What follows belongs to an exercise in optimizing a design on an open flow for small area, a short achievable clock period and few clock cycles per item; a production flow would make more cautious choices.
At most, simulation tests tie the RTL to the original design; equivalence was not proved.

## ekf_top
module ekf_top (
    input  logic        clk,
    input  logic        n_rst,
    input  logic        meas_req,
    input  logic [29:0] meas,
    output logic        meas_ack,
    output logic        result_req,
    output logic [47:0] result,
    input  logic        result_ack
);
    logic        s1;              
    logic        s1w;             
    logic        s2, s3;
    logic        out_idle;        
    logic        go1;             
    logic        leave1;          
    logic        wr;              
    logic        accept;          
    logic        take;
    logic [29:0] cap;
    logic signed [23:0] soc, vrc;
    assign go1    = !result_req || result_ack;
    assign leave1 = (s1 || s1w) && go1;
    assign wr     = s3 && out_idle;
    assign accept = !(s1 || s1w || s2 || s3) || wr;
    assign take   = meas_req && !meas_ack && accept;
    always_ff @(posedge clk or negedge n_rst) begin
        if (!n_rst) begin
            meas_ack   <= 1'b0;
            s1         <= 1'b0;
            s1w        <= 1'b0;
            s2         <= 1'b0;
            s3         <= 1'b0;
            result_req <= 1'b0;
            out_idle   <= 1'b1;
        end else begin
            if (take)
                meas_ack <= 1'b1;
            else if (!meas_req)
                meas_ack <= 1'b0;
            s1  <= take;
            s1w <= (s1 || s1w) && !go1;
            s2  <= leave1;
            s3  <= s2 || (s3 && !out_idle);
            if (wr) begin
                result_req <= 1'b1;
                out_idle   <= 1'b0;
            end else if (result_req && result_ack) begin
                result_req <= 1'b0;
            end else if (!out_idle && !result_req && !result_ack) begin
                out_idle <= 1'b1;
            end
        end
    end
    always_ff @(posedge clk) begin
        if (accept)
            cap <= meas;
    end
    logic               c_init;
    logic [4:0]         ti;
    logic signed [23:0] c_v;
    assign c_init = cap[29];
    assign ti     = cap[28:24];
    assign c_v    = cap[23:0];
  ...
clock: 22.0 ns
lec_check: 0
cap_margin: 20
core_margin: 2
core_utilization: 50
slew_margin: 20
synth_hierarchical: 1
synth_minimum_keep_size: 0
standard.sh (not shown) runs the stock make flow with config.mk's settings and CLKGATE_MAP_FILE= SYNTH_SCRIPT=/design/flow/synth_recipe.tcl, a recipe that flattens the netlist after the stock synthesis.
==> flow/flow/run.sh <==
#!/bin/bash
# the standard flow, with timing repair aiming 16.5 ns below the clock period
bash standard.sh SETUP_SLACK_MARGIN=16.5 finish > standard.log 2>&1
Change:
--- a/flow/design.v
+++ b/flow/design.v
@@ -5,48 +5,42 @@
     input  logic        meas_req,
     input  logic [29:0] meas,
     output logic        meas_ack,
     output logic        result_req,
     output logic [47:0] result,
     input  logic        result_ack
 );
-    logic        s1;              
-    logic        s1w;             
-    logic        s2, s3;
+    logic        s1, s2, s3;      
     logic        out_idle;        
-    logic        go1;             
-    logic        leave1;          
     logic        wr;              
+    logic        adv2;            
     logic        accept;          
     logic        take;
     logic [29:0] cap;
     logic signed [23:0] soc, vrc;
-    assign go1    = !result_req || result_ack;
-    assign leave1 = (s1 || s1w) && go1;
     assign wr     = s3 && out_idle;
-    assign accept = !(s1 || s1w || s2 || s3) || wr;
+    assign adv2   = s2 && !result_req;
+    assign accept = !(s1 || s2 || s3) || wr;
     assign take   = meas_req && !meas_ack && accept;
     always_ff @(posedge clk or negedge n_rst) begin
         if (!n_rst) begin
             meas_ack   <= 1'b0;
             s1         <= 1'b0;
-            s1w        <= 1'b0;
             s2         <= 1'b0;
             s3         <= 1'b0;
             result_req <= 1'b0;
             out_idle   <= 1'b1;
         end else begin
             if (take)
                 meas_ack <= 1'b1;
             else if (!meas_req)
                 meas_ack <= 1'b0;
-            s1  <= take;
-            s1w <= (s1 || s1w) && !go1;
-            s2  <= leave1;
-            s3  <= s2 || (s3 && !out_idle);
+            s1 <= take;
+            s2 <= s1 || (s2 && result_req);
+            s3 <= adv2 || (s3 && !out_idle);
             if (wr) begin
                 result_req <= 1'b1;
                 out_idle   <= 1'b0;
             end else if (result_req && result_ack) begin
                 result_req <= 1'b0;
             end else if (!out_idle && !result_req && !result_ack) begin
                 out_idle <= 1'b1;
@@ -278,32 +272,35 @@
     assign p_int   = soc_p_n[23:16];
     assign blo_n   = p_int < 8'sd20;
     assign bhi_n   = p_int > 8'sd95;
     logic signed [23:0] soc_n, vrc_n;
     logic               tsel_n;
     logic [5:0]         cf_d, cf;
     logic signed [23:0] xx;
-    assign xx     = vrc;
     assign tsel_n = wr ? (soc_n[23] || !(soc_n[22] || soc_n[21]))
                        : (soc[23] || !(soc[22] || soc[21]));
     assign cf_d[0] = accept && !meas[29] && tsel_n;
     assign cf_d[1] = accept && !meas[29] && !tsel_n;
     assign cf_d[2] = accept && meas[29];
     assign cf_d[3] = !accept && blo_n;
     assign cf_d[4] = !accept && !blo_n && !bhi_n;
     assign cf_d[5] = !accept && bhi_n;
     always_ff @(posedge clk) begin
         cf <= cf_d;
+        if (accept)
+            xx <= wr ? vrc_n : vrc;
+        else
+            xx <= soc_p_n;
     end
     logic [23:0] vrow;
     logic [20:0] qrow;
     logic signed [23:0] vrc_pr, e;
     logic [24-1:0] rp, rn;        
     logic [23:0]       xn;
-    assign xn   = ~xx;
+    assign xn = ~xx;
     assign vrow = s1 ? 24'd0 : c_v;
     assign qrow = s1 ? 21'd0 : vrc_pr[23:3];
     always_ff @(posedge clk) begin
         rn[1] <= cf_d[0] | cf_d[1];
         rp[3] <= cf_d[0] | cf_d[5];
         rn[4] <= cf_d[3];
         rn[5] <= cf_d[0] | cf_d[4];
@@ -2078,43 +2075,36 @@
     logic [22:0]    lsum;
     logic [25-1:0] ms, mc, rsum;
     logic            mcin;
     assign la   = {tc244, tc220, tc198, tc178, ts175, tc140, tc124, tc108, tc92, tc78, tc64, ts61, tc40, ts37, ts27, ts17, ts9, ts3, pb2, pb1, pb0, pb430};
     assign lb   = {ts267, ts243, ts219, ts197, ts177, ts157, ts139, ts123, ts107, ts91, ts77, ts63, ts51, ts39, ts29, ts19, ts11, ts5, ts1, 1'b0, pb431, 1'b0};
     assign lsum = la + lb;
     always_ff @(posedge clk) begin
-        if (s1 || s2) begin
+        if (s1 || adv2) begin
             ms   <= {tc806, tc798, tc788, tc776, tc762, tc748, tc732, tc714, tc696, tc678, tc658, tc638, tc616, tc594, tc570, tc546, tc520, tc492, tc462, tc430, tc396, tc362, ts359, tc296, tc268};
             mc   <= {ts811, ts805, ts797, ts787, ts775, ts761, ts747, ts731, ts713, ts695, ts677, ts657, ts637, ts615, ts593, ts569, ts545, ts519, ts491, ts461, ts429, ts395, ts361, ts327, ts295};
             mcin <= lsum[22];
         end
     end
     assign rsum   = ms + mc + mcin;
     assign vrc_pr = rsum[46-22:23-22];
     assign e      = rsum[45-22:22-22];
-    localparam logic [23:0] soc_flip = 24'sh640000;
-    logic [23:0] soc_r;
-    assign soc = soc_r ^ soc_flip;
     always_ff @(posedge clk or negedge n_rst) begin
         if (!n_rst) begin
-            soc_r <= '0;
-            vrc   <= 24'sh000000;
-        end else begin
-            if (wr)
-                soc_r <= soc_n ^ soc_flip;
-            else if (s2)
-                soc_r <= vrc_pr ^ soc_flip;
-            if (wr)
-                vrc <= vrc_n;
-            else if (leave1)
-                vrc <= soc_p_n;
+            soc <= 24'sh640000;
+            vrc <= 24'sh000000;
+        end else if (wr) begin
+            soc <= soc_n;
+            vrc <= vrc_n;
+        end else if (adv2) begin
+            vrc <= vrc_pr;
         end
     end
-    assign soc_n = vrc + (e >>> 3);
-    assign vrc_n = soc + (e >>> 1);
+    assign soc_n = xx + (e >>> 3);
+    assign vrc_n = vrc + (e >>> 1);
     assign result = {soc, vrc};
 endmodule
 module ekf_fa (
     input  logic a,
     input  logic b,
     input  logic c,
     output logic s,
What happened: Maximum frequency hardly moves; count of clock-buffer cells in the layout goes down by 2; wire length goes up slightly; register-to-register slack degrades by 90 ps; cell count stays flat; area after synthesis goes up slightly; via count goes up slightly; design area goes down slightly.
Testbench counts after the change, summed over its fixed seeds: cycles 6,160, items 2,048.
The RTL of the first run of this note was laid out without a check of its function.

========
Another version of the RTL of ekf_top (not shown whole).
Size: about 2,400 cells after synthesis, roughly 84 I/O pins.
Settings: LEC_CHECK=0, CAP_MARGIN=20, CORE_MARGIN=2, CORE_UTILIZATION=50, SLEW_MARGIN=20, SYNTH_HIERARCHICAL=1, SYNTH_MINIMUM_KEEP_SIZE=0; clock period 22.0 ns.
Scripts as last shown in full above: flow/flow/run.sh
==> next run, changes <==
--- a/flow/design.v
+++ b/flow/design.v
@@ -57,25 +57,25 @@
         if (accept)
             cap <= meas;
     end
     logic               c_init;
     logic [4:0]         ti;
     logic signed [23:0] c_v;
     assign c_init = cap[29];
     assign ti     = cap[28:24];
     assign c_v    = cap[23:0];
     logic signed [23:0] s_src;
     logic               tsel;         
-    assign s_src = c_init ? 24'sh640000 : soc;
+    assign s_src = (c_init && !s3) ? 24'sh640000 : soc;
     assign tsel  = !c_init && (soc[23] || !(soc[22] || soc[21]));
-    logic [23:0] c1;
+    logic signed [23:0] c1;
     always_comb begin
         case ({tsel, ti})
             6'd32: c1 = 24'h0;
             6'd33: c1 = 24'hfffe8c;
             6'd34: c1 = 24'hfffd18;
             6'd35: c1 = 24'hfffba5;
             6'd36: c1 = 24'hfffa31;
             6'd37: c1 = 24'hfff8be;
             6'd38: c1 = 24'hfff74a;
             6'd39: c1 = 24'hfff5d7;
             6'd40: c1 = 24'hfff463;
@@ -129,53 +129,54 @@
             6'd24: c1 = 24'h7419;
             6'd25: c1 = 24'h6596;
             6'd26: c1 = 24'h5713;
             6'd27: c1 = 24'h488f;
             6'd28: c1 = 24'h3a0c;
             6'd29: c1 = 24'h2b89;
             6'd30: c1 = 24'h1d06;
             6'd31: c1 = 24'he83;
             default: c1 = '0;
         endcase
     end
-    logic signed [23:0] soc_p_n;
+    logic signed [23:0] soc_p_n, add_b;
+    logic signed [23:0] vrc_pr, e;        
     logic signed [7:0]  p_int;
     logic               blo_n, bhi_n;
-    assign soc_p_n = s_src + c1;
+    assign add_b   = s3 ? (e >>> 1) : c1;
+    assign soc_p_n = s_src + add_b;
     assign p_int   = soc_p_n[23:16];
     assign blo_n   = p_int < 8'sd20;
     assign bhi_n   = p_int > 8'sd95;
-    logic signed [23:0] soc_n, vrc_n;
+    logic signed [23:0] soc_n;
     logic               tsel_n;
     logic [9-1:0]   cf_d, cf;
     logic               cf_e2;
     logic signed [23:0] xx;
     assign xx     = vrc;
     assign tsel_n = wr ? (soc_n[23] || !(soc_n[22] || soc_n[21]))
                        : (soc[23] || !(soc[22] || soc[21]));
     assign cf_d[0] = accept && !meas[29] && tsel_n;
     assign cf_d[1] = accept && !meas[29] && !tsel_n;
     assign cf_d[2] = accept && meas[29];
     assign cf_d[3] = !accept && blo_n && tsel;
     assign cf_d[4] = !accept && blo_n && !tsel;
     assign cf_d[5] = !accept && !blo_n && !bhi_n && tsel;
     assign cf_d[6] = !accept && !blo_n && !bhi_n && !tsel;
     assign cf_d[7] = !accept && bhi_n && tsel;
     assign cf_d[8] = !accept && bhi_n && !tsel;
     assign cf_e2   = !(cf[0] || cf[1] || cf[2]);
     always_ff @(posedge clk) begin
         cf <= cf_d;
     end
     logic [23:0] vrow;
     logic [20:0] qrow;
-    logic signed [23:0] vrc_pr, e;
     logic [24-1:0]  rp, rn;       
     logic [24-1:0] icp, icn;     
     logic [23:0]        xn;
     logic [4:0]         tin;
     logic [2:0]         m3;           
     assign xn   = ~xx;
     assign tin  = ~ti;
     assign m3   = ti[2:0] + {ti[1:0], 1'b0};
     assign vrow = s1 ? 24'd0 : c_v;
     assign qrow = s1 ? 21'd0 : vrc_pr[23:3];
     always_ff @(posedge clk) begin
@@ -2181,30 +2182,27 @@
     logic [23:0] soc_r;
     assign soc = soc_r ^ soc_flip;
     always_ff @(posedge clk or negedge n_rst) begin
         if (!n_rst) begin
             soc_r <= '0;
             vrc   <= 24'sh000000;
         end else begin
             if (wr)
                 soc_r <= soc_n ^ soc_flip;
             else if (s2)
                 soc_r <= vrc_pr ^ soc_flip;
-            if (wr)
-                vrc <= vrc_n;
-            else if (leave1)
+            if (wr || leave1)
                 vrc <= soc_p_n;
         end
     end
     assign soc_n = vrc + (e >>> 3);
-    assign vrc_n = soc + (e >>> 1);
     assign result = {soc, vrc};
 endmodule
 module ekf_fa (
     input  logic a,
     input  logic b,
     input  logic c,
     output logic s,
     output logic co
 );
     assign {co, s} = a + b + c;
 endmodule
Effect: The changed run finished clean. Setup slack loses 0.012 ns. Register-to-register slack loses 0.11 ns. Critical path depth stays the same. Count of clock-buffer cells in the layout rises by 3.
Testbench counts after the change, summed over its fixed seeds: cycles 6,160, items 2,048.
No functional check of the RTL was part of the first run of this note.

afterwards: timing with drivers on the ports:
The flow's constraints put no driver on any port. The routed layouts listed below were extracted and timed again, unchanged, in two steps. Step 1 sets driving cells, clkbuf_16 on the clock port and buf_2 on the other inputs (assumed; they add their load-dependent delay and slew). Step 2 times the ports against the registers' clock, not the clock port: input delays grow and output delays shrink by t, the midpoint of the rising clock arrivals with the driver on. a / b / c = ideal / step 1 / step 2; a / b = the first two.
run	t (ns)	setup WS [ns]	worst hold slack (ns)	worst register clock-pin slew, ns
the first run of note 1	0.534	16.451 / 16.393 / 16.022	0.459 / 0.459 / 0.459	0.07 / 0.07
the second run of note 1	0.542	16.448 / 16.388 / 16.227	0.529 / 0.529 / 0.529	0.08 / 0.09
the first run of note 2	0.555	16.437 / 16.380 / 16.061	0.521 / 0.521 / 0.521	0.08 / 0.08
the second run of note 2	0.551	16.424 / 16.366 / 16.291	0.462 / 0.462 / 0.462	0.08 / 0.08
After both steps every run listed still meets setup and hold. The setup slack of the first run of note 1, which loses most, moves by -0.058 ns with the drivers and by -0.429 ns with both steps.
